This design comes from an exercise in tuning for small area, a short achievable clock period and few clock cycles per item on the open sky130 flow, not from production work. No functional check of the RTL was part of any run shown here. Power is estimated from default activity; no workload was simulated.

===== flow/run.sh =====
#!/bin/bash
# synth_recipe.tcl (not shown) runs the flow's synth.tcl, then flattens the netlist and writes it again
# the make line also repeats each setting of config.mk as NAME=value (left out here)
make -C /OpenROAD-flow-scripts/flow DESIGN_CONFIG=/design/flow/config.mk WORK_HOME=/design/flow/orfs CLKGATE_MAP_FILE= SYNTH_SCRIPT=/design/flow/synth_recipe.tcl finish

===== flow/config.mk =====
export PLATFORM = sky130hd
export DESIGN_NAME = ble_ad_structure_parser
export DESIGN_NICKNAME = ble_ad_structure_parser
export VERILOG_FILES = /design/flow/design.v
export SDC_FILE = /design/flow/constraint.sdc
export NUM_CORES = 4
export LEC_CHECK = 0
export CAP_MARGIN = 20
export CORE_MARGIN = 2
export CORE_UTILIZATION = 40
export SETUP_SLACK_MARGIN = 0
export SLEW_MARGIN = 20

===== flow/constraint.sdc =====
create_clock -name core_clock -period 5.5 [get_ports {clock}]
set_input_delay 1.1000 -clock core_clock [delete_from_list [all_inputs] [get_ports {clock}]]
set_output_delay 1.1000 -clock core_clock [all_outputs]
set_load 0.01 [all_outputs]

===== flow/design.v =====
package bap_pkg;
   localparam logic [7:0] NameLimitReset = 8'd30;
   localparam int QueueDepth = 4;
   typedef enum logic [1:0] {PH_LEN, PH_TYPE, PH_DATA, PH_STOP} phase_type;
   localparam logic [4:0] K_FLAGS = 5'd0, K_UUID16 = 5'd1, K_UUID32 = 5'd2,
      K_U128LO = 5'd3, K_U128HI = 5'd4, K_SNAME = 5'd5, K_NAME = 5'd6,
      K_TXPWR = 5'd7, K_CLASS = 5'd8, K_DEVID = 5'd9, K_APPEAR = 5'd10,
      K_COMPANY = 5'd11, K_MANUF = 5'd12, K_HASH = 5'd13, K_RAND = 5'd14,
      K_UNKNOWN = 5'd15, K_BLKEND = 5'd16;
   localparam logic [3:0] C_NONE = 4'd0, C_FLAGS = 4'd1, C_TXPWR = 4'd2, C_UUID16 = 4'd3,
      C_UUID32 = 4'd4, C_U128 = 4'd5, C_SNAME = 4'd6, C_NAME = 4'd7, C_CLASS = 4'd8,
      C_HASH = 4'd9, C_RAND = 4'd10, C_DEVID = 4'd11, C_APPEAR = 4'd12, C_MANUF = 4'd13;
   typedef struct packed {
      logic       rec_valid;
      logic [3:0] kind;
      logic       half;
      logic [7:0] lo;
      logic       end_valid;
      logic [1:0] end_status;
      logic [6:0] num;
   } entry_type;
   localparam int EntryBits = 24;
   function automatic logic type_is_known(input logic [7:0] t);
      type_is_known = (t >= 8'h01 && t <= 8'h0A) || (t >= 8'h0D && t <= 8'h10) ||
             (t >= 8'h14 && t <= 8'h19) || (t >= 8'h1F && t <= 8'h21) ||
             (t == 8'hFF);
   endfunction
   function automatic logic [3:0] type_class(input logic [7:0] t);
      case (t)
         8'h01: type_class = C_FLAGS;
         8'h0A: type_class = C_TXPWR;
         8'h02, 8'h03: type_class = C_UUID16;
         8'h04, 8'h05: type_class = C_UUID32;
         8'h06, 8'h07: type_class = C_U128;
         8'h08: type_class = C_SNAME;
         8'h09: type_class = C_NAME;
         8'h0D: type_class = C_CLASS;
         8'h0E: type_class = C_HASH;
         8'h0F: type_class = C_RAND;
         8'h10: type_class = C_DEVID;
         8'h19: type_class = C_APPEAR;
         8'hFF: type_class = C_MANUF;
         default: type_class = C_NONE;
      endcase
   endfunction
   function automatic logic kind_lane1(input logic [3:0] k);
      kind_lane1 = (k == 4'd1) || (k == 4'd2) || (k == 4'd3) || (k == 4'd4) ||
                   (k == 4'd8) || (k == 4'd9) || (k == 4'd10) || (k == 4'd11) ||
                   (k == 4'd13) || (k == 4'd14);
   endfunction
   function automatic logic kind_lane2(input logic [3:0] k);
      kind_lane2 = (k == 4'd2) || (k == 4'd3) || (k == 4'd4) || (k == 4'd8) ||
                   (k == 4'd9) || (k == 4'd13) || (k == 4'd14);
   endfunction
   function automatic logic kind_lane3(input logic [3:0] k);
      kind_lane3 = (k == 4'd2) || (k == 4'd3) || (k == 4'd4) ||
                   (k == 4'd9) || (k == 4'd13) || (k == 4'd14);
   endfunction
   function automatic logic kind_lane4(input logic [3:0] k);
      kind_lane4 = (k == 4'd3) || (k == 4'd4) || (k == 4'd9) || (k == 4'd13) || (k == 4'd14);
   endfunction
endpackage
module bap_front (
   input  logic               clock,
   input  logic               reset,
   input  logic               req_valid,
   output logic               req_stall,
   input  logic [16:0]        req_data,
   output logic               csr_ready,
   input  logic [7:0]         name_limit,
   input  logic               full,
   input  logic               wide_pend,
   output logic               push,
   output logic               wide_push,
   output bap_pkg::entry_type ent,
   output logic [63:0]        acc
);
   logic       in_v, in_first, in_lz, in_l1, in_bz, in_dneg, in_known, in_pre, in_nm;
   logic [7:0] in_b, in_lm1, in_d;
   logic [3:0] in_cls;
   bap_pkg::phase_type phase_ff;
   logic [7:0] offs_ff, rem_ff, pos_ff;
   logic [6:0] cnt_ff;
   logic [1:0] stat_ff;
   logic [3:0] cls_ff;
   logic go, accept, wstall, name_ok;
   logic [2:0] lane;
   logic kw;
   always_comb begin
      if (cls_ff == bap_pkg::C_UUID16) lane = {2'b00, pos_ff[0]};
      else if (cls_ff == bap_pkg::C_UUID32) lane = {1'b0, pos_ff[1:0]};
      else lane = pos_ff[2:0];
      case (cls_ff)
         bap_pkg::C_UUID16, bap_pkg::C_UUID32, bap_pkg::C_U128: kw = 1'b1;
         bap_pkg::C_CLASS, bap_pkg::C_HASH, bap_pkg::C_RAND, bap_pkg::C_DEVID:
            kw = (pos_ff[7:4] == 4'd0);
         bap_pkg::C_APPEAR, bap_pkg::C_MANUF: kw = (pos_ff[7:1] == 7'd0);
         default: kw = 1'b0;
      endcase
   end
   assign wstall = wide_pend && !in_first && (phase_ff == bap_pkg::PH_DATA) && kw &&
                   (lane != 3'd0);
   assign go = in_v && !full && !wstall;
   assign req_stall = in_v && !go;
   assign accept = req_valid && !req_stall;
   assign csr_ready = !in_v;
   assign name_ok = (pos_ff < name_limit);
   logic [8:0] dfull;
   assign dfull = {1'b0, req_data[8:1]} - 9'd1 - {1'b0, req_data[16:9]};
   always_ff @(posedge clock) begin
      if (reset) in_v <= 1'b0;
      else if (accept) in_v <= 1'b1;
      else if (go) in_v <= 1'b0;
   end
   always_ff @(posedge clock) begin
      if (accept) begin
         in_first <= req_data[0];
         in_b <= req_data[16:9];
         in_lm1 <= req_data[8:1] - 8'd1;
         in_lz <= (req_data[8:1] == 8'd0);
         in_l1 <= (req_data[8:1] == 8'd1);
         in_bz <= (req_data[16:9] == 8'd0);
         in_d <= dfull[7:0];
         in_dneg <= dfull[8];
         in_known <= bap_pkg::type_is_known(req_data[16:9]);
         in_cls <= bap_pkg::type_class(req_data[16:9]);
         in_pre <= !in_v;
         in_nm <= name_ok;
      end
   end
   bap_pkg::phase_type ph;
   logic [7:0] rem, ps;
   logic [6:0] cn, cm1;
   logic [1:0] st;
   logic [3:0] cls;
   logic       act, endb, is_wide, nm, stop2;
   always_comb begin
      act = !in_lz && (in_first || offs_ff <= in_lm1);
      endb = !in_lz && (in_first ? in_l1 : (offs_ff == in_lm1));
      stop2 = in_dneg || (!in_first && offs_ff > in_d);
      nm = in_pre ? in_nm : name_ok;
      ph = in_first ? bap_pkg::PH_LEN : phase_ff;
      cn = in_first ? 7'd0 : cnt_ff;
      cm1 = cnt_ff - 7'd1;
      rem = rem_ff;
      ps = pos_ff;
      st = stat_ff;
      cls = cls_ff;
      ent = '0;
      is_wide = 1'b0;
      case (ph)
         bap_pkg::PH_LEN: begin
            if (in_bz) begin
               ph = bap_pkg::PH_STOP; st = 2'd1;
            end else if (stop2) begin
               ph = bap_pkg::PH_STOP; st = 2'd2;
            end else begin
               cn = cn + 7'd1;
               rem = in_b; ph = bap_pkg::PH_TYPE;
            end
         end
         bap_pkg::PH_TYPE: begin
            ps = 8'd0;
            rem = rem_ff - 8'd1;
            cls = in_cls;
            if ((in_cls == bap_pkg::C_HASH || in_cls == bap_pkg::C_RAND) && rem_ff < 8'd17)
               cls = bap_pkg::C_NONE;
            if (!in_known) begin
               ent.rec_valid = 1'b1;
               ent.kind = 4'(bap_pkg::K_UNKNOWN);
            end
            ph = (rem_ff != 8'd1) ? bap_pkg::PH_DATA : bap_pkg::PH_LEN;
         end
         bap_pkg::PH_DATA: begin
            case (cls_ff)
               bap_pkg::C_FLAGS: if (pos_ff == 8'd0) begin
                  ent.rec_valid = 1'b1; ent.kind = 4'(bap_pkg::K_FLAGS);
               end
               bap_pkg::C_TXPWR: if (pos_ff == 8'd0) begin
                  ent.rec_valid = 1'b1; ent.kind = 4'(bap_pkg::K_TXPWR);
               end
               bap_pkg::C_UUID16: if (pos_ff[0]) begin
                  ent.rec_valid = 1'b1; ent.kind = 4'(bap_pkg::K_UUID16); is_wide = 1'b1;
               end
               bap_pkg::C_UUID32: if (pos_ff[1:0] == 2'd3) begin
                  ent.rec_valid = 1'b1; ent.kind = 4'(bap_pkg::K_UUID32); is_wide = 1'b1;
               end
               bap_pkg::C_U128: if (pos_ff[2:0] == 3'd7) begin
                  is_wide = 1'b1;
                  if (!pos_ff[3]) begin
                     ent.rec_valid = (rem_ff >= 8'd9); ent.kind = 4'(bap_pkg::K_U128LO);
                  end else begin
                     ent.rec_valid = 1'b1; ent.kind = 4'(bap_pkg::K_U128HI);
                  end
               end
               bap_pkg::C_SNAME: if (nm) begin
                  ent.rec_valid = 1'b1; ent.kind = 4'(bap_pkg::K_SNAME);
               end
               bap_pkg::C_NAME: if (nm) begin
                  ent.rec_valid = 1'b1; ent.kind = 4'(bap_pkg::K_NAME);
               end
               bap_pkg::C_CLASS: if (pos_ff == 8'd2) begin
                  ent.rec_valid = 1'b1; ent.kind = 4'(bap_pkg::K_CLASS); is_wide = 1'b1;
               end
               bap_pkg::C_HASH, bap_pkg::C_RAND: if (pos_ff == 8'd7 || pos_ff == 8'd15) begin
                  ent.rec_valid = 1'b1; is_wide = 1'b1;
                  ent.kind = (cls_ff == bap_pkg::C_HASH) ? 4'(bap_pkg::K_HASH)
                                                        : 4'(bap_pkg::K_RAND);
                  ent.half = pos_ff[3];
               end
               bap_pkg::C_DEVID: if (pos_ff == 8'd7) begin
                  ent.rec_valid = 1'b1; ent.kind = 4'(bap_pkg::K_DEVID); is_wide = 1'b1;
               end
               bap_pkg::C_APPEAR: if (pos_ff == 8'd1) begin
                  ent.rec_valid = 1'b1; ent.kind = 4'(bap_pkg::K_APPEAR); is_wide = 1'b1;
               end
               bap_pkg::C_MANUF: if (pos_ff == 8'd1) begin
                  ent.rec_valid = 1'b1; ent.kind = 4'(bap_pkg::K_COMPANY); is_wide = 1'b1;
               end else if (pos_ff != 8'd0) begin
                  ent.rec_valid = 1'b1; ent.kind = 4'(bap_pkg::K_MANUF);
               end
               default: ;
            endcase
            ps = pos_ff + 8'd1;
            rem = rem_ff - 8'd1;
            if (rem_ff == 8'd1) ph = bap_pkg::PH_LEN;
         end
         default: ;
      endcase
      ent.lo = is_wide ? acc[7:0] : in_b;
      ent.end_valid = endb;
      ent.end_status = (ph == bap_pkg::PH_STOP) ? st :
                       ((ph == bap_pkg::PH_LEN) ? 2'd0 : 2'd2);
      ent.num = ent.rec_valid ? cm1 : cn;
      if (!act) ent.rec_valid = 1'b0;
   end
   assign push = go && (ent.rec_valid || ent.end_valid);
   assign wide_push = push && ent.rec_valid && is_wide;
   always_ff @(posedge clock) begin
      if (reset) begin
         phase_ff <= bap_pkg::PH_LEN; offs_ff <= '0; cnt_ff <= '0;
      end else if (go) begin
         if (act) begin
            phase_ff <= ph; offs_ff <= (in_first ? 8'd0 : offs_ff) + 8'd1; cnt_ff <= cn;
         end else if (in_first) begin
            phase_ff <= bap_pkg::PH_LEN; offs_ff <= '0; cnt_ff <= '0;
         end
      end
   end
   always_ff @(posedge clock) begin
      if (go && act) begin
         rem_ff <= rem; pos_ff <= ps; stat_ff <= st; cls_ff <= cls;
      end
   end
   logic in_data;
   assign in_data = !in_first && (phase_ff == bap_pkg::PH_DATA);
   for (genvar k = 0; k < 8; k++) begin : g_acc
      always_ff @(posedge clock) begin
         if (go && act && in_data && kw && lane == 3'(k)) acc[8*k +: 8] <= in_b;
      end
   end
endmodule
module bap_back (
   input  logic               clock,
   input  logic               reset,
   input  logic               push,
   input  logic               wide_push,
   input  bap_pkg::entry_type ent,
   input  logic [63:0]        acc,
   output logic               full,
   output logic               wide_pend,
   output logic               rsp_valid,
   input  logic               rsp_stall,
   output logic [78:0]       rsp_data
);
   localparam int D = bap_pkg::QueueDepth;
   logic [D-1:0][bap_pkg::EntryBits-1:0] q_ff;
   bap_pkg::entry_type h_next;
   logic [D-1:0] occ_ff;            
   logic pop, take, rec, wide_take;
   bap_pkg::entry_type h;
   logic [63:0] val;
   assign h = q_ff[0];
   assign full = occ_ff[D-1];
   assign rsp_valid = occ_ff[0];
   assign rec = h.rec_valid;
   assign take = occ_ff[0] && !rsp_stall;
   assign pop = take && !(h.rec_valid && h.end_valid);
   assign wide_take = take && rec && bap_pkg::kind_lane1(h.kind);
   always_comb begin
      h_next = h;
      h_next.rec_valid = 1'b0;
      h_next.num = h.num + 7'd1;
   end
   always_comb begin
      val = '0;
      val[7:0] = rec ? h.lo : {1'b0, h.num};
      if (rec && bap_pkg::kind_lane1(h.kind)) val[15:8] = acc[15:8];
      if (rec && bap_pkg::kind_lane2(h.kind)) val[23:16] = acc[23:16];
      if (rec && bap_pkg::kind_lane3(h.kind)) val[31:24] = acc[31:24];
      if (rec && bap_pkg::kind_lane4(h.kind)) val[63:32] = acc[63:32];
      rsp_data = {!rec, rec ? h.kind : 4'd0, val, rec && h.half, rec ? h.num : 7'd0,
                  rec ? 2'd0 : h.end_status};
   end
   always_ff @(posedge clock) begin
      if (reset) begin
         occ_ff <= '0; wide_pend <= 1'b0;
      end else begin
         if (push && !pop) occ_ff <= {occ_ff[D-2:0], 1'b1};
         else if (pop && !push) occ_ff <= {1'b0, occ_ff[D-1:1]};
         wide_pend <= wide_push || (wide_pend && !wide_take);
      end
   end
   logic [D-1:0] wr_here;
   always_comb begin
      for (int i = 0; i < D; i++) begin
         if (pop) wr_here[i] = push && ((i + 1 < D) ? occ_ff[i] && !occ_ff[(i + 1) % D] : 1'b0);
         else wr_here[i] = push && ((i == 0) ? !occ_ff[0] : occ_ff[(i + D - 1) % D] && !occ_ff[i]);
      end
   end
   always_ff @(posedge clock) begin
      for (int i = 0; i < D; i++) begin
         if (wr_here[i]) q_ff[i] <= ent;
         else if (pop) begin
            if (i + 1 < D) q_ff[i] <= q_ff[(i + 1) % D];
         end else if (i == 0 && take) begin
            q_ff[0] <= h_next;
         end
      end
   end
endmodule
module ble_ad_structure_parser (
   input  logic             clock,
   input  logic             reset,
   input  logic             req_valid,
   output logic             req_stall,
   input  logic [16:0]      req_data,    
   output logic             rsp_valid,
   input  logic             rsp_stall,
   output logic [78:0]      rsp_data,    
   input  logic             csr_valid,
   output logic             csr_ready,
   input  logic [7:0]       csr_data
);
   logic [7:0] limit_ff;
   logic full, push, wide_push, wide_pend;
   bap_pkg::entry_type ent;
   logic [63:0] acc;
   always_ff @(posedge clock) begin
      if (reset) limit_ff <= bap_pkg::NameLimitReset;
      else if (csr_valid && csr_ready) limit_ff <= csr_data;
   end
   bap_front u_front (.clock(clock), .reset(reset), .req_valid(req_valid),
                      .req_stall(req_stall), .req_data(req_data), .csr_ready(csr_ready),
                      .name_limit(limit_ff), .full(full), .wide_pend(wide_pend),
                      .push(push), .wide_push(wide_push), .ent(ent), .acc(acc));
   bap_back u_back (.clock(clock), .reset(reset), .push(push), .wide_push(wide_push),
                    .ent(ent), .acc(acc), .full(full), .wide_pend(wide_pend),
                    .rsp_valid(rsp_valid), .rsp_stall(rsp_stall), .rsp_data(rsp_data));
endmodule

==> impl_metrics.tcl, run 1 <==
set metrics [dict create \
    powerDensity_mw_per_mm2 275.6 \
    syn-num-nets 1180 \
    antenna_left 0 \
    finalCritPeriodShare_pct 83.75 \
    rsz0062_at_grt "no" \
    clk_latency_ps 530 \
    grt_pass1_wl_mm 44.51 \
    cts_hold_buf 0 \
    syn_area_mm2 0.01284 \
    synth_flop_cell "edfxtp_1" \
    reg.largest.list "u_back.q_ff (96), u_front.acc (64)" \
    gp_congestion 0.9066 \
    synth_top_area_share_pct 50.98 \
    worst_slew_pin_slew_ps 1075 \
    synth_top_area_cell "edfxtp_1" \
    io_pins 112 \
    async_flop_share_pct 0 \
    die_w_um 183.2 \
    largest_register_ffs 96 \
    cp-end-kind "output port" \
    portBuffers 111 \
    finClkSkew_ps 9.059 \
    status "no timing/DRC/antenna violations" \
    maxSlewHeadroom_pct 28.31 \
    worstPathCellList "nor4_4 > a31o_2 > a2bb2oi_1 > o41ai_2 > nand2_1 > inv_1 > clkdlybuf4s50_1" \
    yosys-top-cells-area "edfxtp_1, dfxtp_1, ha_1" \
    grt_use_total_pct 16.51 \
    worstPathRequired_ps 4400 \
    path_clk_slew_ps 60 \
    num_rows 65 \
    wirelength_mm 27.73 \
    min_path_type "reg -> reg" \
    cts_resized 0 \
    synthCells 1100 \
    post_cts_buffers 0 \
    fmax_ghz 0.2171 \
    drv_slew 0 \
    via_per_inst 5.122 \
    cts_buffers 27 \
    syn_avg_cell_area_um2 11.67 \
    antenna_found_initial 0 \
    synth_common_cells "edfxtp_1, nor2_1, and2_1, inv_1, nand2_1" \
    hold_depth 0 \
    leakage_nw 5.627 \
    drive_gt1_share_pct 12.03 \
    ys_seq_elements 249 \
    initial_core_util_pct 40.69 \
    ys_seq_area_share_pct 55.82 \
    min_period_ps 4606 \
    startpoint_type "flip-flop" \
    crit_slowest_cell "o41ai_2" \
    fin_cells 1632 \
    dpl.cell_count 1583 \
    finalHoldViolCount 0 \
    tritoncts "yes" \
    place_hpwl_mm 20.07 \
    synth_cell_type_count 71 \
    clk_path_buf_depth 3 \
    htreeDepth 1 \
    ff2ff_path_depth 11 \
    grt-ovfl-total 0 \
    syn_to_final_growth_pct 19.37 \
    ys.warnings.count 3 \
    path_class "reg -> out" \
    drt_iter0_drc 562 \
    critPathTopFamily "compound AO/OA/AOI/OAI gates" \
    dieArea_mm2 0.03355 \
    regToRegSetupSlack_ps 1290 \
    worstHoldStart "u_front.in_cls[2]" \
    worst_path_largest_cell_delay_ps 750 \
    rr_startpoint "u_front.pos_ff[3]" \
    hold_path_end "u_front.cls_ff[2]" \
    cts-root-buf "clkbuf_16" \
    grt_pass1_vias 8080 \
    critPathMaxFanout 10 \
    path_buf_inv 2 \
    dieHeight_um 183.2 \
    tns_ps 0 \
    fp.coreArea_mm2 0.03156 \
    wl_per_cell_um 16.99 \
    grt_max_degree 36 \
    vdd_drop_max_uv 264.9 \
    cts_sinks 249 \
    dr.pass1.iters 5 \
    rr_endpoint "u_back.q_ff[86]" \
    drc_errors 0 \
    n_fill_cell 2784 \
    num_vias 8359 \
    setup_viol 0 \
    synth_most_common_cell "edfxtp_1" \
    worstPathArrival_ps 3510 \
    num_antenna_cells 0 \
    cap_violations 0 \
    regMostFlops "u_back.q_ff" \
    nets 1291 \
    synth_edf_count 218 \
]
-- layer usage --
metal	global-route usage (%)	routed length (µm)	up-vias
li1	-	-	4198
met1	23.69	13220	3925
met2	26.80	12840	199
met3	1.966	1107	37
met4	3.968	564	0
met5	0	0	-
-- per-stage QoR --
step | worst slack, ps | hold WS [ps] | cell area [µm²] | utilization (%) | power, W
final | 893.9 | 491.6 | 15330 | 48.57 | 0.004224
after global routing | 637.3 | 512.0 | 15330 | 48.57 | 0.004372
after CTS | 858.6 | 494.7 | 15310 | 48.51 | 0.004268
after detailed placement | 1129 | 479.7 | 14430 | 45.73 | 0.002462
after global placement | 1178 | 454.3 | 14410 | 45.67 | 0.002457
after floorplan | 536.3 | 453.7 | 12850 | - | 0.002341
-- power breakdown --
part,internal [W],switching (W),total [W]
sequential,0.00210,0.0000348,0.00213
clock,0.00109,0.000717,0.00180
combinational,0.000122,0.000168,0.000290
-- how the worst max path moves through the flow --
stage                 startpoint         endpoint  slack (ps)  depth (start not counted)
5_1_grt        u_front.pos_ff[5]        req_stall         640                          7
3_5_place_dp   u_front.pos_ff[3]  u_back.q_ff[65]        1130                         11
3_3_place_gp   u_front.pos_ff[2]  u_back.q_ff[63]        1180                         11
4_1_cts        u_front.pos_ff[5]        req_stall         860                          7
2_1_floorplan   u_front.in_first  u_back.q_ff[48]         540                         13
6_report       u_front.pos_ff[5]        req_stall         890                          7
-- final cells by class --
class / instances / area [µm²] / area share, %
timing repair buffer: 128 / 1254 / 8.180
inverter: 68 / 256.5 / 1.673
clock buffer: 34 / 701.9 / 4.580
clock inverter: 14 / 173.9 / 1.135
tap: 402 / 503.0 / 3.282
multi-input combinational: 737 / 5271 / 34.39
sequential: 249 / 7167 / 46.76
-- worst reg2reg max path, cell delays in order, from the launching register on --
cell,delay (ps)
edfxtp_1,520
ha_1,260
or4_1,510
a21oi_1,130
o31ai_1,150
o311a_4,400
a31oi_4,430
nand2_2,150
clkinv_2,120
nor2_4,80
nor2_1,180
and3_1,890
-- kinds of logic after synthesis --
logic type | after synthesis | share of synthesized area, %
adder cells (fa/ha/maj) | 50 | 4.931
flip-flops | 249 | 55.82
multiplexers | 99 | 9.024
AND/OR/NAND/NOR | 381 | 15.30
buffers and inverters | 114 | 3.576
AO/OA/AOI/OAI | 168 | 8.693
XOR/XNOR | 39 | 2.660
-- cell usage in the layout, fill, tap and decap left out, types with 22 or more instances in the layout --
cell and n:
clkdlybuf4s50_1 111, dfxtp_1 31, mux2i_1 25, a21oi_1 56, inv_1 66, nand3_1 29, and2_1 79, mux2_2 54
nor2_1 98, nand2_1 66, xor2_1 22, ha_1 49, o21ai_0 25, edfxtp_1 218, clkbuf_16 27
==> inputs of run 2 (changes only) <==
--- a/flow/config.mk
+++ b/flow/config.mk
@@ -9,4 +9,4 @@
 export CORE_MARGIN = 2
 export CORE_UTILIZATION = 40
-export SETUP_SLACK_MARGIN = 0
+export SETUP_SLACK_MARGIN = 2.5
 export SLEW_MARGIN = 20
==> run 2 against run 1 <==
Still clean. Combinational power up 28%. Synthesized area unchanged. Synthesized cell count unchanged. Total power up 1.1%. Non-clock buffer count up 124. Final cell count up 7.8%. Critical path type is now reg -> reg. Largest cell class unchanged.
==> impl_metrics.tcl, run 2 <==
set metrics [dict create \
    regMostFlops "u_back.q_ff" \
    synth_top_area_share_pct 50.98 \
    clk_latency_ps 540 \
    final_cell_mix "edfxtp_1, buf_6, nor2_1" \
    reg.largest.list "u_back.q_ff (96), u_front.acc (64)" \
    rsz0062_at_grt "yes" \
    finalHoldViolCount 0 \
    synth_cell_type_count 71 \
    fp.coreArea_mm2 0.03156 \
    cts-root-buf "clkbuf_16" \
    cts_buffers 28 \
    synthCells 1100 \
    worstPathCellList "buf_4 > ha_4 > or4_4 > a21oi_4 > o31ai_4 > o311a_4 > a31oi_4 > nand2_4 > clkinv_4 > nor2_4 > or3_4 > buf_6 > buf_16 > mux2_4" \
    finClkSkew_ps 21.67 \
    layout_commonest_cell "edfxtp_1" \
    clk_path_buf_depth 3 \
    worstPathRequired_ps 5780 \
    synth_flop_cell "edfxtp_1" \
    grt_use_total_pct 19.10 \
    htreeDepth 1 \
    syn_avg_cell_area_um2 11.67 \
    startpoint_type "flip-flop" \
    initial_core_util_pct 40.69 \
    synth_top_area_cell "edfxtp_1" \
    drive_gt1_share_pct 35.79 \
    cts_hold_buf 0 \
    power.total_w 0.004271 \
    grt_pass1_vias 9091 \
    swShare_pct 22.32 \
    finalCritPeriodShare_pct 64.65 \
    num_antenna_cells 0 \
    drc_errors 0 \
    grt_pass1_wl_mm 50.81 \
    grt_max_degree 37 \
    ys_seq_area_share_pct 55.82 \
    vdd_drop_max_uv 204.8 \
    p_int_w 0.003318 \
    io_pins 112 \
    worstPathArrival_ps 3830 \
    maxSlewHeadroom_pct 44.47 \
    final_area_mm2 0.01769 \
    cp-end-kind "flip-flop" \
    gp_congestion 0.9113 \
    async_flop_share_pct 0 \
    worst_slew_pin_slew_ps 833.0 \
    portBuffers 111 \
    fmax_ghz 0.2812 \
    min_path_type "reg -> reg" \
    worst_path_largest_cell_delay_ps 480 \
    post-route-util_pct 56.06 \
    largest_register_ffs 96 \
    antenna_left 0 \
    dr.pass1.iters 6 \
    crit_slowest_cell "or4_4" \
    antenna_found_initial 0 \
    wl_per_cell_um 18.44 \
    clkPwrFrac_pct 41.4 \
    dieHeight_um 183.2 \
    cap_violations 0 \
    place_hpwl_mm 20.66 \
    ys_seq_elements 249 \
    grt-ovfl-total 0 \
    num_vias 9403 \
    leakage_nw 6.840 \
    tns_ps 0 \
    synth_most_common_cell "edfxtp_1" \
    netSwitchingPower_w 0.0009533 \
    min_period_ps 3556 \
    placed_area_mm2 0.01452 \
    yosys-top-cells-area "edfxtp_1, dfxtp_1, ha_1" \
    critPathMaxFanout 6 \
    path_class "reg -> reg" \
    syn_to_final_growth_pct 37.78 \
    nets 1420 \
    p_comb_share_pct 8.7 \
    drv_slew 0 \
    dieArea_mm2 0.03355 \
    syn_area_mm2 0.01284 \
    cts_sinks 249 \
    seqPwrFrac_pct 49.9 \
    via_per_inst 5.343 \
    synth_common_cells "edfxtp_1, nor2_1, and2_1, inv_1, nand2_1" \
    holdWs_ps 460.4 \
    wirelength_mm 32.45 \
    drt_iter0_drc 500 \
    die_w_um 183.2 \
    path_clk_slew_ps 60 \
    tritoncts "yes" \
    setup_viol 0 \
    num_rows 65 \
    synth_edf_count 218 \
    status "no timing/DRC/antenna violations" \
    ys.warnings.count 3 \
    syn-num-nets 1180 \
    powerDensity_mw_per_mm2 241.4 \
]
-- run 2: cells by family (layout without fill, tap and decap cells) --
logic type | Yosys count | after routing | share of synthesized area, %
flops | 249 | 249 | 55.82
mux | 99 | 99 | 9.024
compound gates | 168 | 168 | 8.693
fa+ha+maj | 50 | 50 | 4.931
buf+inv | 114 | 368 | 3.576
xor+xnor | 39 | 39 | 2.660
simple gates | 381 | 385 | 15.30
-- run 2: final timing paths --
kind	from	endpoint	slack [ps]	depth (start not counted)
setup / recovery	u_front.pos_ff[4]	u_back.q_ff[27]	1940	14
hold / removal	u_front.in_cls[2]	u_front.cls_ff[2]	460	0
setup reg to reg	u_front.pos_ff[4]	u_back.q_ff[27]	1940	14
hold reg to reg	u_front.in_cls[2]	u_front.cls_ff[2]	460	0
-- run 2: final cells by class --
class                           count  area [µm²]
Multi-Input combinational cell    741        6107
Inverter                           68       271.5
Tap cell                          402       503.0
Clock inverter                     12       115.1
Sequential cell                   249        7168
Timing Repair Buffer              252        2774
Fill cell                        2580       13860
Clock buffer                       36       752.0
-- run 2: worst max-delay path: cells and delay by family, from the launching register on --
family | cells | cell delay [ps]
adder cells (fa/ha/maj) | 1 | 150
AND/OR/NAND/NOR | 4 | 1030
flip-flops | 1 | 440
AO/OA/AOI/OAI | 4 | 820
buffers and inverters | 4 | 540
multiplexers | 1 | 300
-- run 2: power groups by stage --
stage          registers (W)  clock network (W)  logic [W]
5_1_grt              0.00214            0.00187   0.000407
6_report             0.00213            0.00177   0.000370
2_1_floorplan        0.00215                  0   0.000200
3_5_place_dp         0.00217                  0   0.000293
4_1_cts              0.00213            0.00181   0.000341
3_3_place_gp         0.00217                  0   0.000288
-- run 2: through the flow --
step | std cells | worst slack [ps]
after floorplan | 1100 | 1829
after global placement | 1580 | 1347
after detailed placement | 1580 | 1287
after CTS | 1731 | 1731
after global routing | 1760 | 1864
final | 1760 | 1944
-- run 2: timing repair --
action / 4_1_cts / 5_1_grt
gates resized for setup: 240 / 313
setup buffers: 86 / 26
gates cloned: 17 / 3
endpoints found under the setup margin: 399 / 351
pin swaps: 35 / 86
-- run 2: metal layers --
layer	up-vias	global-route usage (%)	routed length, µm
met5	-	0	0
met4	0	4.512	872
met3	65	2.065	1311
met2	241	32.92	15830
li1	4487	-	-
met1	4610	25.93	14440
==> inputs of run 3 (changes only) <==
--- a/flow/design.v
+++ b/flow/design.v
@@ -1,5 +1,5 @@
 package bap_pkg;
    localparam logic [7:0] NameLimitReset = 8'd30;
-   localparam int QueueDepth = 4;
+   localparam int QueueDepth = 2;
    typedef enum logic [1:0] {PH_LEN, PH_TYPE, PH_DATA, PH_STOP} phase_type;
    localparam logic [4:0] K_FLAGS = 5'd0, K_UUID16 = 5'd1, K_UUID32 = 5'd2,
@@ -70,4 +70,5 @@
    input  logic [7:0]         name_limit,
    input  logic               full,
+   input  logic               pop,
    input  logic               wide_pend,
    output logic               push,
@@ -269,4 +270,5 @@
    input  logic [63:0]        acc,
    output logic               full,
+   output logic               pop,
    output logic               wide_pend,
    output logic               rsp_valid,
@@ -278,5 +280,5 @@
    bap_pkg::entry_type h_next;
    logic [D-1:0] occ_ff;            
-   logic pop, take, rec, wide_take;
+   logic take, rec, wide_take;
    bap_pkg::entry_type h;
    logic [63:0] val;
@@ -315,5 +317,5 @@
    always_comb begin
       for (int i = 0; i < D; i++) begin
-         if (pop) wr_here[i] = push && ((i + 1 < D) ? occ_ff[i] && !occ_ff[(i + 1) % D] : 1'b0);
+         if (pop) wr_here[i] = push && ((i + 1 < D) ? occ_ff[i] && !occ_ff[(i + 1) % D] : occ_ff[i]);
          else wr_here[i] = push && ((i == 0) ? !occ_ff[0] : occ_ff[(i + D - 1) % D] && !occ_ff[i]);
       end
@@ -344,5 +346,5 @@
 );
    logic [7:0] limit_ff;
-   logic full, push, wide_push, wide_pend;
+   logic full, pop, push, wide_push, wide_pend;
    bap_pkg::entry_type ent;
    logic [63:0] acc;
@@ -353,8 +355,8 @@
    bap_front u_front (.clock(clock), .reset(reset), .req_valid(req_valid),
                       .req_stall(req_stall), .req_data(req_data), .csr_ready(csr_ready),
-                      .name_limit(limit_ff), .full(full), .wide_pend(wide_pend),
+                      .name_limit(limit_ff), .full(full), .pop(pop), .wide_pend(wide_pend),
                       .push(push), .wide_push(wide_push), .ent(ent), .acc(acc));
    bap_back u_back (.clock(clock), .reset(reset), .push(push), .wide_push(wide_push),
-                    .ent(ent), .acc(acc), .full(full), .wide_pend(wide_pend),
+                    .ent(ent), .acc(acc), .full(full), .pop(pop), .wide_pend(wide_pend),
                     .rsp_valid(rsp_valid), .rsp_stall(rsp_stall), .rsp_data(rsp_data));
 endmodule
==> run 3 against run 2 <==
Still clean on timing, DRC and antenna. Clock skew decreased by 8.0 ps. Combinational power decreased by 18%. Hold slack improved by 42 ps. Die area decreased by 17%. Synthesized cell count decreased by 12%. Maximum frequency increased by 6.1%. Global-route usage decreased by 0.91 points. Total power decreased by 24%. Sequential power decreased by about 20%. Utilization decreased by 2.7 points. Largest power group unchanged.
==> impl_metrics.tcl, run 3 <==
set metrics [dict create \
    status "no timing/DRC/antenna violations" \
    worst_path_largest_cell_delay_ps 480 \
    worstPathArrival_ps 2250 \
    path_buf_inv 2 \
    rsz0062_at_grt "yes" \
    synth_top_family_by_area "simple AND/OR/NAND/NOR gates" \
    finalCritPeriodShare_pct 60.93 \
    ys.warnings.count 3 \
    powerDensity_mw_per_mm2 233.3 \
    clk_path_buf_depth 2 \
    vdd_drop_max_uv 166.7 \
    synthSimpleGateAreaFrac_pct 17.33 \
    setup_slack_ps 2149 \
    multi_input_area_mm2 0.005009 \
    fp.coreArea_mm2 0.02613 \
    syn_to_final_growth_pct 30.78 \
    largest_register_ffs 64 \
    fmax_ghz 0.2984 \
    regToRegSetupSlack_ps 2490 \
    setup_viol 0 \
    ys_seq_area_share_pct 53.36 \
    synthMuxAreaShare_pct 3.641 \
    die_w_um 167.2 \
    synth_edf_count 170 \
    leakage_nw 5.488 \
    final_area_mm2 0.01393 \
    grt-ovfl-total 0 \
    worstPathCellList "and3b_2 > o21bai_1 > a221o_1 > a311o_2 > nand2_2 > inv_2 > buf_6" \
    htreeDepth 4 \
    synth_flop_cell "edfxtp_1" \
    cts_buffers 17 \
    crit_slowest_cell "edfxtp_1" \
    wirelength_mm 25.86 \
    syn_area_mm2 0.01065 \
    synthAdderAreaFrac_pct 5.942 \
    synth-compound-area-share_pct 13.40 \
    finClkSkew_ps 13.71 \
    maxSlewHeadroom_pct 41.36 \
    hold_path_end "u_front.cls_ff[2]" \
    tritoncts "yes" \
    worstPathRequired_ps 4400 \
    startpoint_type "flip-flop" \
    n_fill_cell 2286 \
    rr_endpoint "u_back.q_ff[6]" \
    cts-root-buf "clkbuf_16" \
    drc_errors 0 \
    synthCells 965 \
    gp_congestion 0.9140 \
    critPathMaxFanout 5 \
    cts_hold_buf 0 \
    synth_top_area_share_pct 47.92 \
    async_flop_share_pct 0 \
    yosys-top-cells-area "edfxtp_1, ha_1, dfxtp_1" \
    num_rows 59 \
    holdWs_ps 502.7 \
    finalHoldViolCount 0 \
    tns_ps 0 \
    rr_startpoint "u_front.cls_ff[1]" \
    dieArea_mm2 0.02796 \
    dr.pass1.iters 16 \
    min_path_type "reg -> reg" \
    drive_gt1_share_pct 28.78 \
    clk_latency_ps 440 \
    syn-num-nets 1045 \
    drv_slew 0 \
    cts_sinks 199 \
    regMostFlops "u_front.acc" \
    critPathTopFamily "compound AO/OA/AOI/OAI gates" \
    worstHoldStart "u_front.in_cls[2]" \
    synth_top_area_cell "edfxtp_1" \
    num_vias 7972 \
    synth_cell_type_count 75 \
    seqCellArea_mm2 0.005687 \
    grt_pass1_vias 7505 \
    antenna_left 0 \
    ys_seq_elements 199 \
    synth_common_cells "edfxtp_1, nor2_1, and2_1, a21oi_1, inv_1" \
    synth_most_common_cell "edfxtp_1" \
    ff2ff_path_depth 11 \
    hold_depth 0 \
    antenna_found_initial 0 \
    dieHeight_um 167.2 \
    nets 1231 \
    final_cell_mix "edfxtp_1, nor2_1, buf_4" \
    io_pins 112 \
    place_hpwl_mm 17.18 \
    wl_per_cell_um 17.25 \
    cap_violations 0 \
    portBuffers 111 \
    syn_avg_cell_area_um2 11.04 \
    reg.largest.list "u_front.acc (64), u_back.q_ff (48)" \
    worst_slew_pin_slew_ps 879.7 \
    initial_core_util_pct 40.77 \
    critPathLaunch "u_front.cls_ff[2]" \
    synth_xor_area_share_pct 2.302 \
    via_per_inst 5.318 \
    path_class "reg -> out" \
    num_antenna_cells 0 \
    drt_iter0_drc 568 \
    dpl_worst_slack_ps 1480 \
    path_clk_slew_ps 80 \
    placed_area_mm2 0.01206 \
    grt_max_degree 37 \
    cp-end-kind "output port" \
    layout_commonest_cell "edfxtp_1" \
    grt_pass1_wl_mm 40.30 \
    min_period_ps 3351 \
    grt_use_total_pct 18.19 \
]
## run 3: cell count changes in the layout (fill, tap and decap cells not counted), sizes merged, moves of 7 or more
cell / change
o21ai: +13
xor2: -8
buf: -40
a21oi: +7
clkdlybuf4s50: +14
nand2: -16
dlygate4sd2: -7
and3: +10
clkbuf: -26
mux2i: -17
edfxtp: -48
mux2: -49
a22o: +18
nor2: -13
## run 3: logic make-up after synthesis
| kind of cell | count (synthesis) |
|---|---|
| adders and majority gates | 50 |
| muxes | 33 |
| DFF | 199 |
| and+or+nand+nor | 344 |
| buffers and inverters | 102 |
| xor gates and xnor gates | 28 |
| AOI/OAI and AO/OA | 209 |
## run 3: repair_timing
action                                 4_1_cts  5_1_grt
endpoints found under the hold margin        0        0
buffers inserted                            57       26
setup endpoints to repair                  285      188
pin swaps                                   65       27
cloned                                       8        1
resized for setup                          367       65
## run 3: cell type report
type,count,area share (%)
Inverter,57,1.580
Multi-Input combinational cell,665,35.95
Tap cell,335,3.008
Sequential cell,199,40.81
Clock inverter,15,1.275
Clock buffer,17,3.053
Timing Repair Buffer,211,14.32
## run 3: stage by stage
| stage | util (%) | cells | total power (W) |
|---|---|---|---|
| 6_report | 53.32 | 1499 | 0.003251 |
| 5_1_grt | 53.32 | 1499 | 0.003380 |
| 4_1_cts | 51.48 | 1472 | 0.003264 |
| 3_5_place_dp | 46.15 | 1375 | 0.001995 |
| 3_3_place_gp | 46.16 | 1375 | 0.001991 |
| 2_1_floorplan | - | 965 | 0.001894 |
## run 3: worst max-delay path by stage
stage	depth (start not counted)	slack [ps]	end
CTS	7	2170	req_stall
floorplan	7	2500	req_stall
global route	7	2050	req_stall
finish	7	2150	req_stall
detailed placement	7	1480	req_stall
global placement	7	1510	req_stall
## run 3: worst reg2reg max path, stage by stage (launching register included)
cell      delay (ps)
edfxtp_1         510
buf_6            170
buf_6            110
or4bb_1          480
a21oi_2          190
a211oi_2          60
and4bb_1         220
a21oi_2          210
buf_6            170
a22oi_4           90
a21o_4           270
mux2_4           310
## run 3: per-layer routing
layer	track usage, %	vias up	wire (µm)
met5	0	-	0
met4	6.125	0	548
met3	2.742	39	855
met2	29.68	199	12290
met1	24.94	3805	12170
li1	-	3929	-
## run 3: where the power goes
group | switching, W | internal, W | total, W
sequential | 0.0000259 | 0.00167 | 0.00170
clock | 0.000631 | 0.000619 | 0.00125
combinational | 0.000168 | 0.000134 | 0.000302
==> inputs of run 4 (changes only) <==
--- a/flow/design.v
+++ b/flow/design.v
@@ -88,18 +88,22 @@
    logic [2:0] lane;
    logic kw;
-   always_comb begin
-      if (cls_ff == bap_pkg::C_UUID16) lane = {2'b00, pos_ff[0]};
-      else if (cls_ff == bap_pkg::C_UUID32) lane = {1'b0, pos_ff[1:0]};
-      else lane = pos_ff[2:0];
-      case (cls_ff)
-         bap_pkg::C_UUID16, bap_pkg::C_UUID32, bap_pkg::C_U128: kw = 1'b1;
+   function automatic logic [2:0] lane_of(input logic [3:0] c, input logic [7:0] ps);
+      if (c == bap_pkg::C_UUID16) lane_of = {2'b00, ps[0]};
+      else if (c == bap_pkg::C_UUID32) lane_of = {1'b0, ps[1:0]};
+      else lane_of = ps[2:0];
+   endfunction
+   function automatic logic keep_of(input logic [3:0] c, input logic [7:0] ps);
+      case (c)
+         bap_pkg::C_UUID16, bap_pkg::C_UUID32, bap_pkg::C_U128: keep_of = 1'b1;
          bap_pkg::C_CLASS, bap_pkg::C_HASH, bap_pkg::C_RAND, bap_pkg::C_DEVID:
-            kw = (pos_ff[7:4] == 4'd0);
-         bap_pkg::C_APPEAR, bap_pkg::C_MANUF: kw = (pos_ff[7:1] == 7'd0);
-         default: kw = 1'b0;
+            keep_of = (ps[7:4] == 4'd0);
+         bap_pkg::C_APPEAR, bap_pkg::C_MANUF: keep_of = (ps[7:1] == 7'd0);
+         default: keep_of = 1'b0;
       endcase
-   end
-   assign wstall = wide_pend && !in_first && (phase_ff == bap_pkg::PH_DATA) && kw &&
-                   (lane != 3'd0);
+   endfunction
+   assign lane = lane_of(cls_ff, pos_ff);
+   assign kw = keep_of(cls_ff, pos_ff);
+   logic nz_ff;
+   assign wstall = wide_pend && !in_first && nz_ff;
    assign go = in_v && !full && !wstall;
    assign req_stall = in_v && !go;
@@ -240,10 +244,11 @@
    always_ff @(posedge clock) begin
       if (reset) begin
-         phase_ff <= bap_pkg::PH_LEN; offs_ff <= '0; cnt_ff <= '0;
+         phase_ff <= bap_pkg::PH_LEN; offs_ff <= '0; cnt_ff <= '0; nz_ff <= 1'b0;
       end else if (go) begin
          if (act) begin
             phase_ff <= ph; offs_ff <= (in_first ? 8'd0 : offs_ff) + 8'd1; cnt_ff <= cn;
+            nz_ff <= (ph == bap_pkg::PH_DATA) && keep_of(cls, ps) && (lane_of(cls, ps) != 3'd0);
          end else if (in_first) begin
-            phase_ff <= bap_pkg::PH_LEN; offs_ff <= '0; cnt_ff <= '0;
+            phase_ff <= bap_pkg::PH_LEN; offs_ff <= '0; cnt_ff <= '0; nz_ff <= 1'b0;
          end
       end
@@ -258,5 +263,5 @@
    for (genvar k = 0; k < 8; k++) begin : g_acc
       always_ff @(posedge clock) begin
-         if (go && act && in_data && kw && lane == 3'(k)) acc[8*k +: 8] <= in_b;
+         if (go && in_data && kw && lane == 3'(k)) acc[8*k +: 8] <= in_b;
       end
    end
@@ -317,6 +322,6 @@
    always_comb begin
       for (int i = 0; i < D; i++) begin
-         if (pop) wr_here[i] = push && ((i + 1 < D) ? occ_ff[i] && !occ_ff[(i + 1) % D] : occ_ff[i]);
-         else wr_here[i] = push && ((i == 0) ? !occ_ff[0] : occ_ff[(i + D - 1) % D] && !occ_ff[i]);
+         if (pop) wr_here[i] = (i + 1 < D) ? occ_ff[i] && !occ_ff[(i + 1) % D] : occ_ff[i];
+         else wr_here[i] = (i == 0) ? !occ_ff[0] : occ_ff[(i + D - 1) % D] && !occ_ff[i];
       end
    end
==> run 4 against run 3 <==
Clock skew is 3.6 ps higher. Hold slack got worse by 7.5 ps. Die area increased by 4.2%. Combinational power grew 26%. Synthesized cell count up 12%. Non-clock buffer count fell by 23. Clock power increased by 8%. Highest routed layer unchanged. Sequential share of layout area shrank 0.61 points. Sequential cell count rose by 1. Register-to-register slack improved by 100 ps. Largest cell class unchanged.
==> impl_metrics.tcl, run 4 <==
set metrics [dict create \
    finalCritPeriodShare_pct 60.78 \
    min_period_ps 3343 \
    layout_commonest_cell "edfxtp_1" \
    rsz0062_at_grt "yes" \
    powerDensity_mw_per_mm2 245.4 \
    fmax_ghz 0.2991 \
    dieHeight_um 170.7 \
    portBuffers 111 \
    synth_flop_cell "edfxtp_1" \
    grt_use_total_pct 19.79 \
    status "no timing/DRC/antenna violations" \
    drc_errors 0 \
    final_cell_mix "edfxtp_1, nor2_1, nand2_1" \
    finClkSkew_ps 17.32 \
    drive_gt1_share_pct 22.85 \
    worstPathRequired_ps 4400 \
    cts_buffers 17 \
    synth_top_area_share_pct 45.95 \
    ys_seq_elements 200 \
    path_clk_slew_ps 80 \
    dieArea_mm2 0.02912 \
    ys_seq_area_share_pct 51.36 \
    dpl_worst_slack_ps 1414 \
    gp_congestion 0.8483 \
    cts_sinks 200 \
    syn_to_final_growth_pct 27.76 \
    async_flop_share_pct 0 \
    htreeDepth 4 \
    worstPathArrival_ps 2240 \
    fp.coreArea_mm2 0.02755 \
    clk_path_buf_depth 2 \
    finalHoldViolCount 0 \
    syn_avg_cell_area_um2 10.31 \
    min_path_type "reg -> reg" \
    num_rows 61 \
    post-route-util_pct 51.51 \
    path_class "reg -> out" \
    n_fill_cell 2495 \
    num_vias 8851 \
    tritoncts "yes" \
    num_antenna_cells 0 \
    synth_edf_count 170 \
    wirelength_mm 28.81 \
    place_hpwl_mm 19.13 \
    startpoint_type "flip-flop" \
    drv_slew 0 \
    synth_top_area_cell "edfxtp_1" \
    nets 1310 \
    final_area_mm2 0.01419 \
    placed_area_mm2 0.01261 \
    cts_hold_buf 0 \
    vdd_drop_max_uv 179.9 \
    clk_latency_ps 450 \
    setup_viol 0 \
    seqCellArea_mm2 0.005707 \
    cap_violations 0 \
    grt_pass1_vias 8269 \
    io_pins 112 \
    initial_core_util_pct 40.32 \
    via_per_inst 5.460 \
    antenna_found_initial 0 \
    maxSlewHeadroom_pct 34.80 \
    cts-root-buf "clkbuf_16" \
    critPathMaxFanout 4 \
    cp-end-kind "output port" \
    tns_ps 0 \
    power.total_w 0.003483 \
    drt_iter0_drc 598 \
    regMostFlops "u_front.acc" \
    grt_max_degree 37 \
    synth_cell_type_count 76 \
    die_w_um 170.7 \
    grt-ovfl-total 0 \
    ys.warnings.count 3 \
    reg.largest.list "u_front.acc (64), u_back.q_ff (48)" \
    yosys-top-cells-area "edfxtp_1, ha_1, dfxtp_1" \
    leakage_nw 5.619 \
    dr.pass1.iters 8 \
    worst_slew_pin_slew_ps 976.0 \
    setup_slack_ps 2157 \
    largest_register_ffs 64 \
    synthCells 1078 \
    wl_per_cell_um 17.77 \
    synth_most_common_cell "edfxtp_1" \
    synth_common_cells "edfxtp_1, nor2_1, nand2_1, and2_1, inv_1" \
    grt_pass1_wl_mm 45.22 \
    antenna_left 0 \
    syn_area_mm2 0.01111 \
    syn-num-nets 1158 \
    multi_input_area_mm2 0.005265 \
]
-- run 4: layout make-up --
type | count | area share [%]
clock inverter | 15 | 1.666
tap | 378 | 3.332
inverter | 69 | 1.895
timing repair buffer | 188 | 12.81
multi-input combinational | 754 | 37.09
clock buffer | 17 | 2.997
sequential | 200 | 40.21
-- run 4: metrics by stage --
step	std cells	hold slack, ps
6_report	1621	495.2
5_1_grt	1621	542.8
4_1_cts	1602	500.0
3_5_place_dp	1529	485.8
3_3_place_gp	1529	480.4
2_1_floorplan	1078	452.0
-- run 4: logic make-up (layout without fill, tap and decap cells) --
| group | Yosys count | in the layout | synth area share, % |
|---|---|---|---|
| xor gates and xnor gates | 33 | 33 | 2.602 |
| muxes | 23 | 23 | 2.264 |
| DFF | 200 | 200 | 51.36 |
| AOI/OAI and AO/OA | 243 | 243 | 14.87 |
| buffers and inverters | 124 | 289 | 4.325 |
| adders and majority gates | 50 | 50 | 5.699 |
| and+or+nand+nor | 405 | 405 | 18.89 |
-- run 4: worst paths after layout --
path,startpoint,to,slack (ps),cells after the start
max,u_back.q_ff[20],rsp_data[27],2160,10
min reg2reg,u_back.wide_pend,u_back.wide_pend,500,2
min,u_back.wide_pend,u_back.wide_pend,500,2
max reg2reg,u_front.pos_ff[1],u_back.occ_ff[1],2590,13
-- run 4: metal layers --
layer  global-route usage [%]  wire [µm]  vias to the layer above
li1                         -          -                     4281
met1                    28.40      13410                     4225
met2                    31.72      13370                      314
met3                    3.030       1706                       31
met4                    4.274        316                        0
met5                        0          0                        -
-- run 4: repair_timing --
action,CTS,global route
setup buffers,38,18
setup endpoints to repair,195,112
pin swaps,53,12
cloned,3,1
gates resized for setup,341,61
-- run 4: critical path, stage by stage, from the launching register on --
cell and delay (ps):
edfxtp_1 510, xnor2_1 290, buf_4 170, buf_6 80, nor2_1 30, nor2_1 160, nor2_2 60, buf_4 130
buf_4 130, and2_4 130, buf_6 110
-- run 4: power breakdown --
| group | internal, W | switching, W |
|---|---|---|
| combinational | 0.000157 | 0.000224 |
| clock | 0.000681 | 0.000668 |
| sequential | 0.00170 | 0.0000525 |

-- re-timing with driven ports --
The flow's constraints put no driver on any port. The routed layouts listed below were extracted and timed again, unchanged, in two steps. Step 1 assumes that a clkbuf_16 drives the clock port and a buf_2 every other input. Step 2 adds t to the input delays and takes it off the output delays; t is the mean of the earliest and latest rising clock arrival at the registers after step 1. Input paths then give back, and output paths get back, about the clock's delay inside the block. Slacks: no drivers / after step 1 / after step 2; pairs: no drivers / after step 1.
run | t (ns) | slack for setup (ns) | pins driven straight from the clock port
run 1 | 0.574 | 0.894 / 0.849 / 1.287 | 1
run 2 | 0.580 | 1.944 / 1.944 / 1.475 | 1
run 3 | 0.484 | 2.149 / 2.102 / 2.067 | 1
run 4 | 0.483 | 2.157 / 2.114 / 2.147 | 1
After both steps setup and hold are still met in every run listed. The setup slack of run 2, which loses most, moves by 0.000 ns with the drivers and by -0.469 ns with both steps.
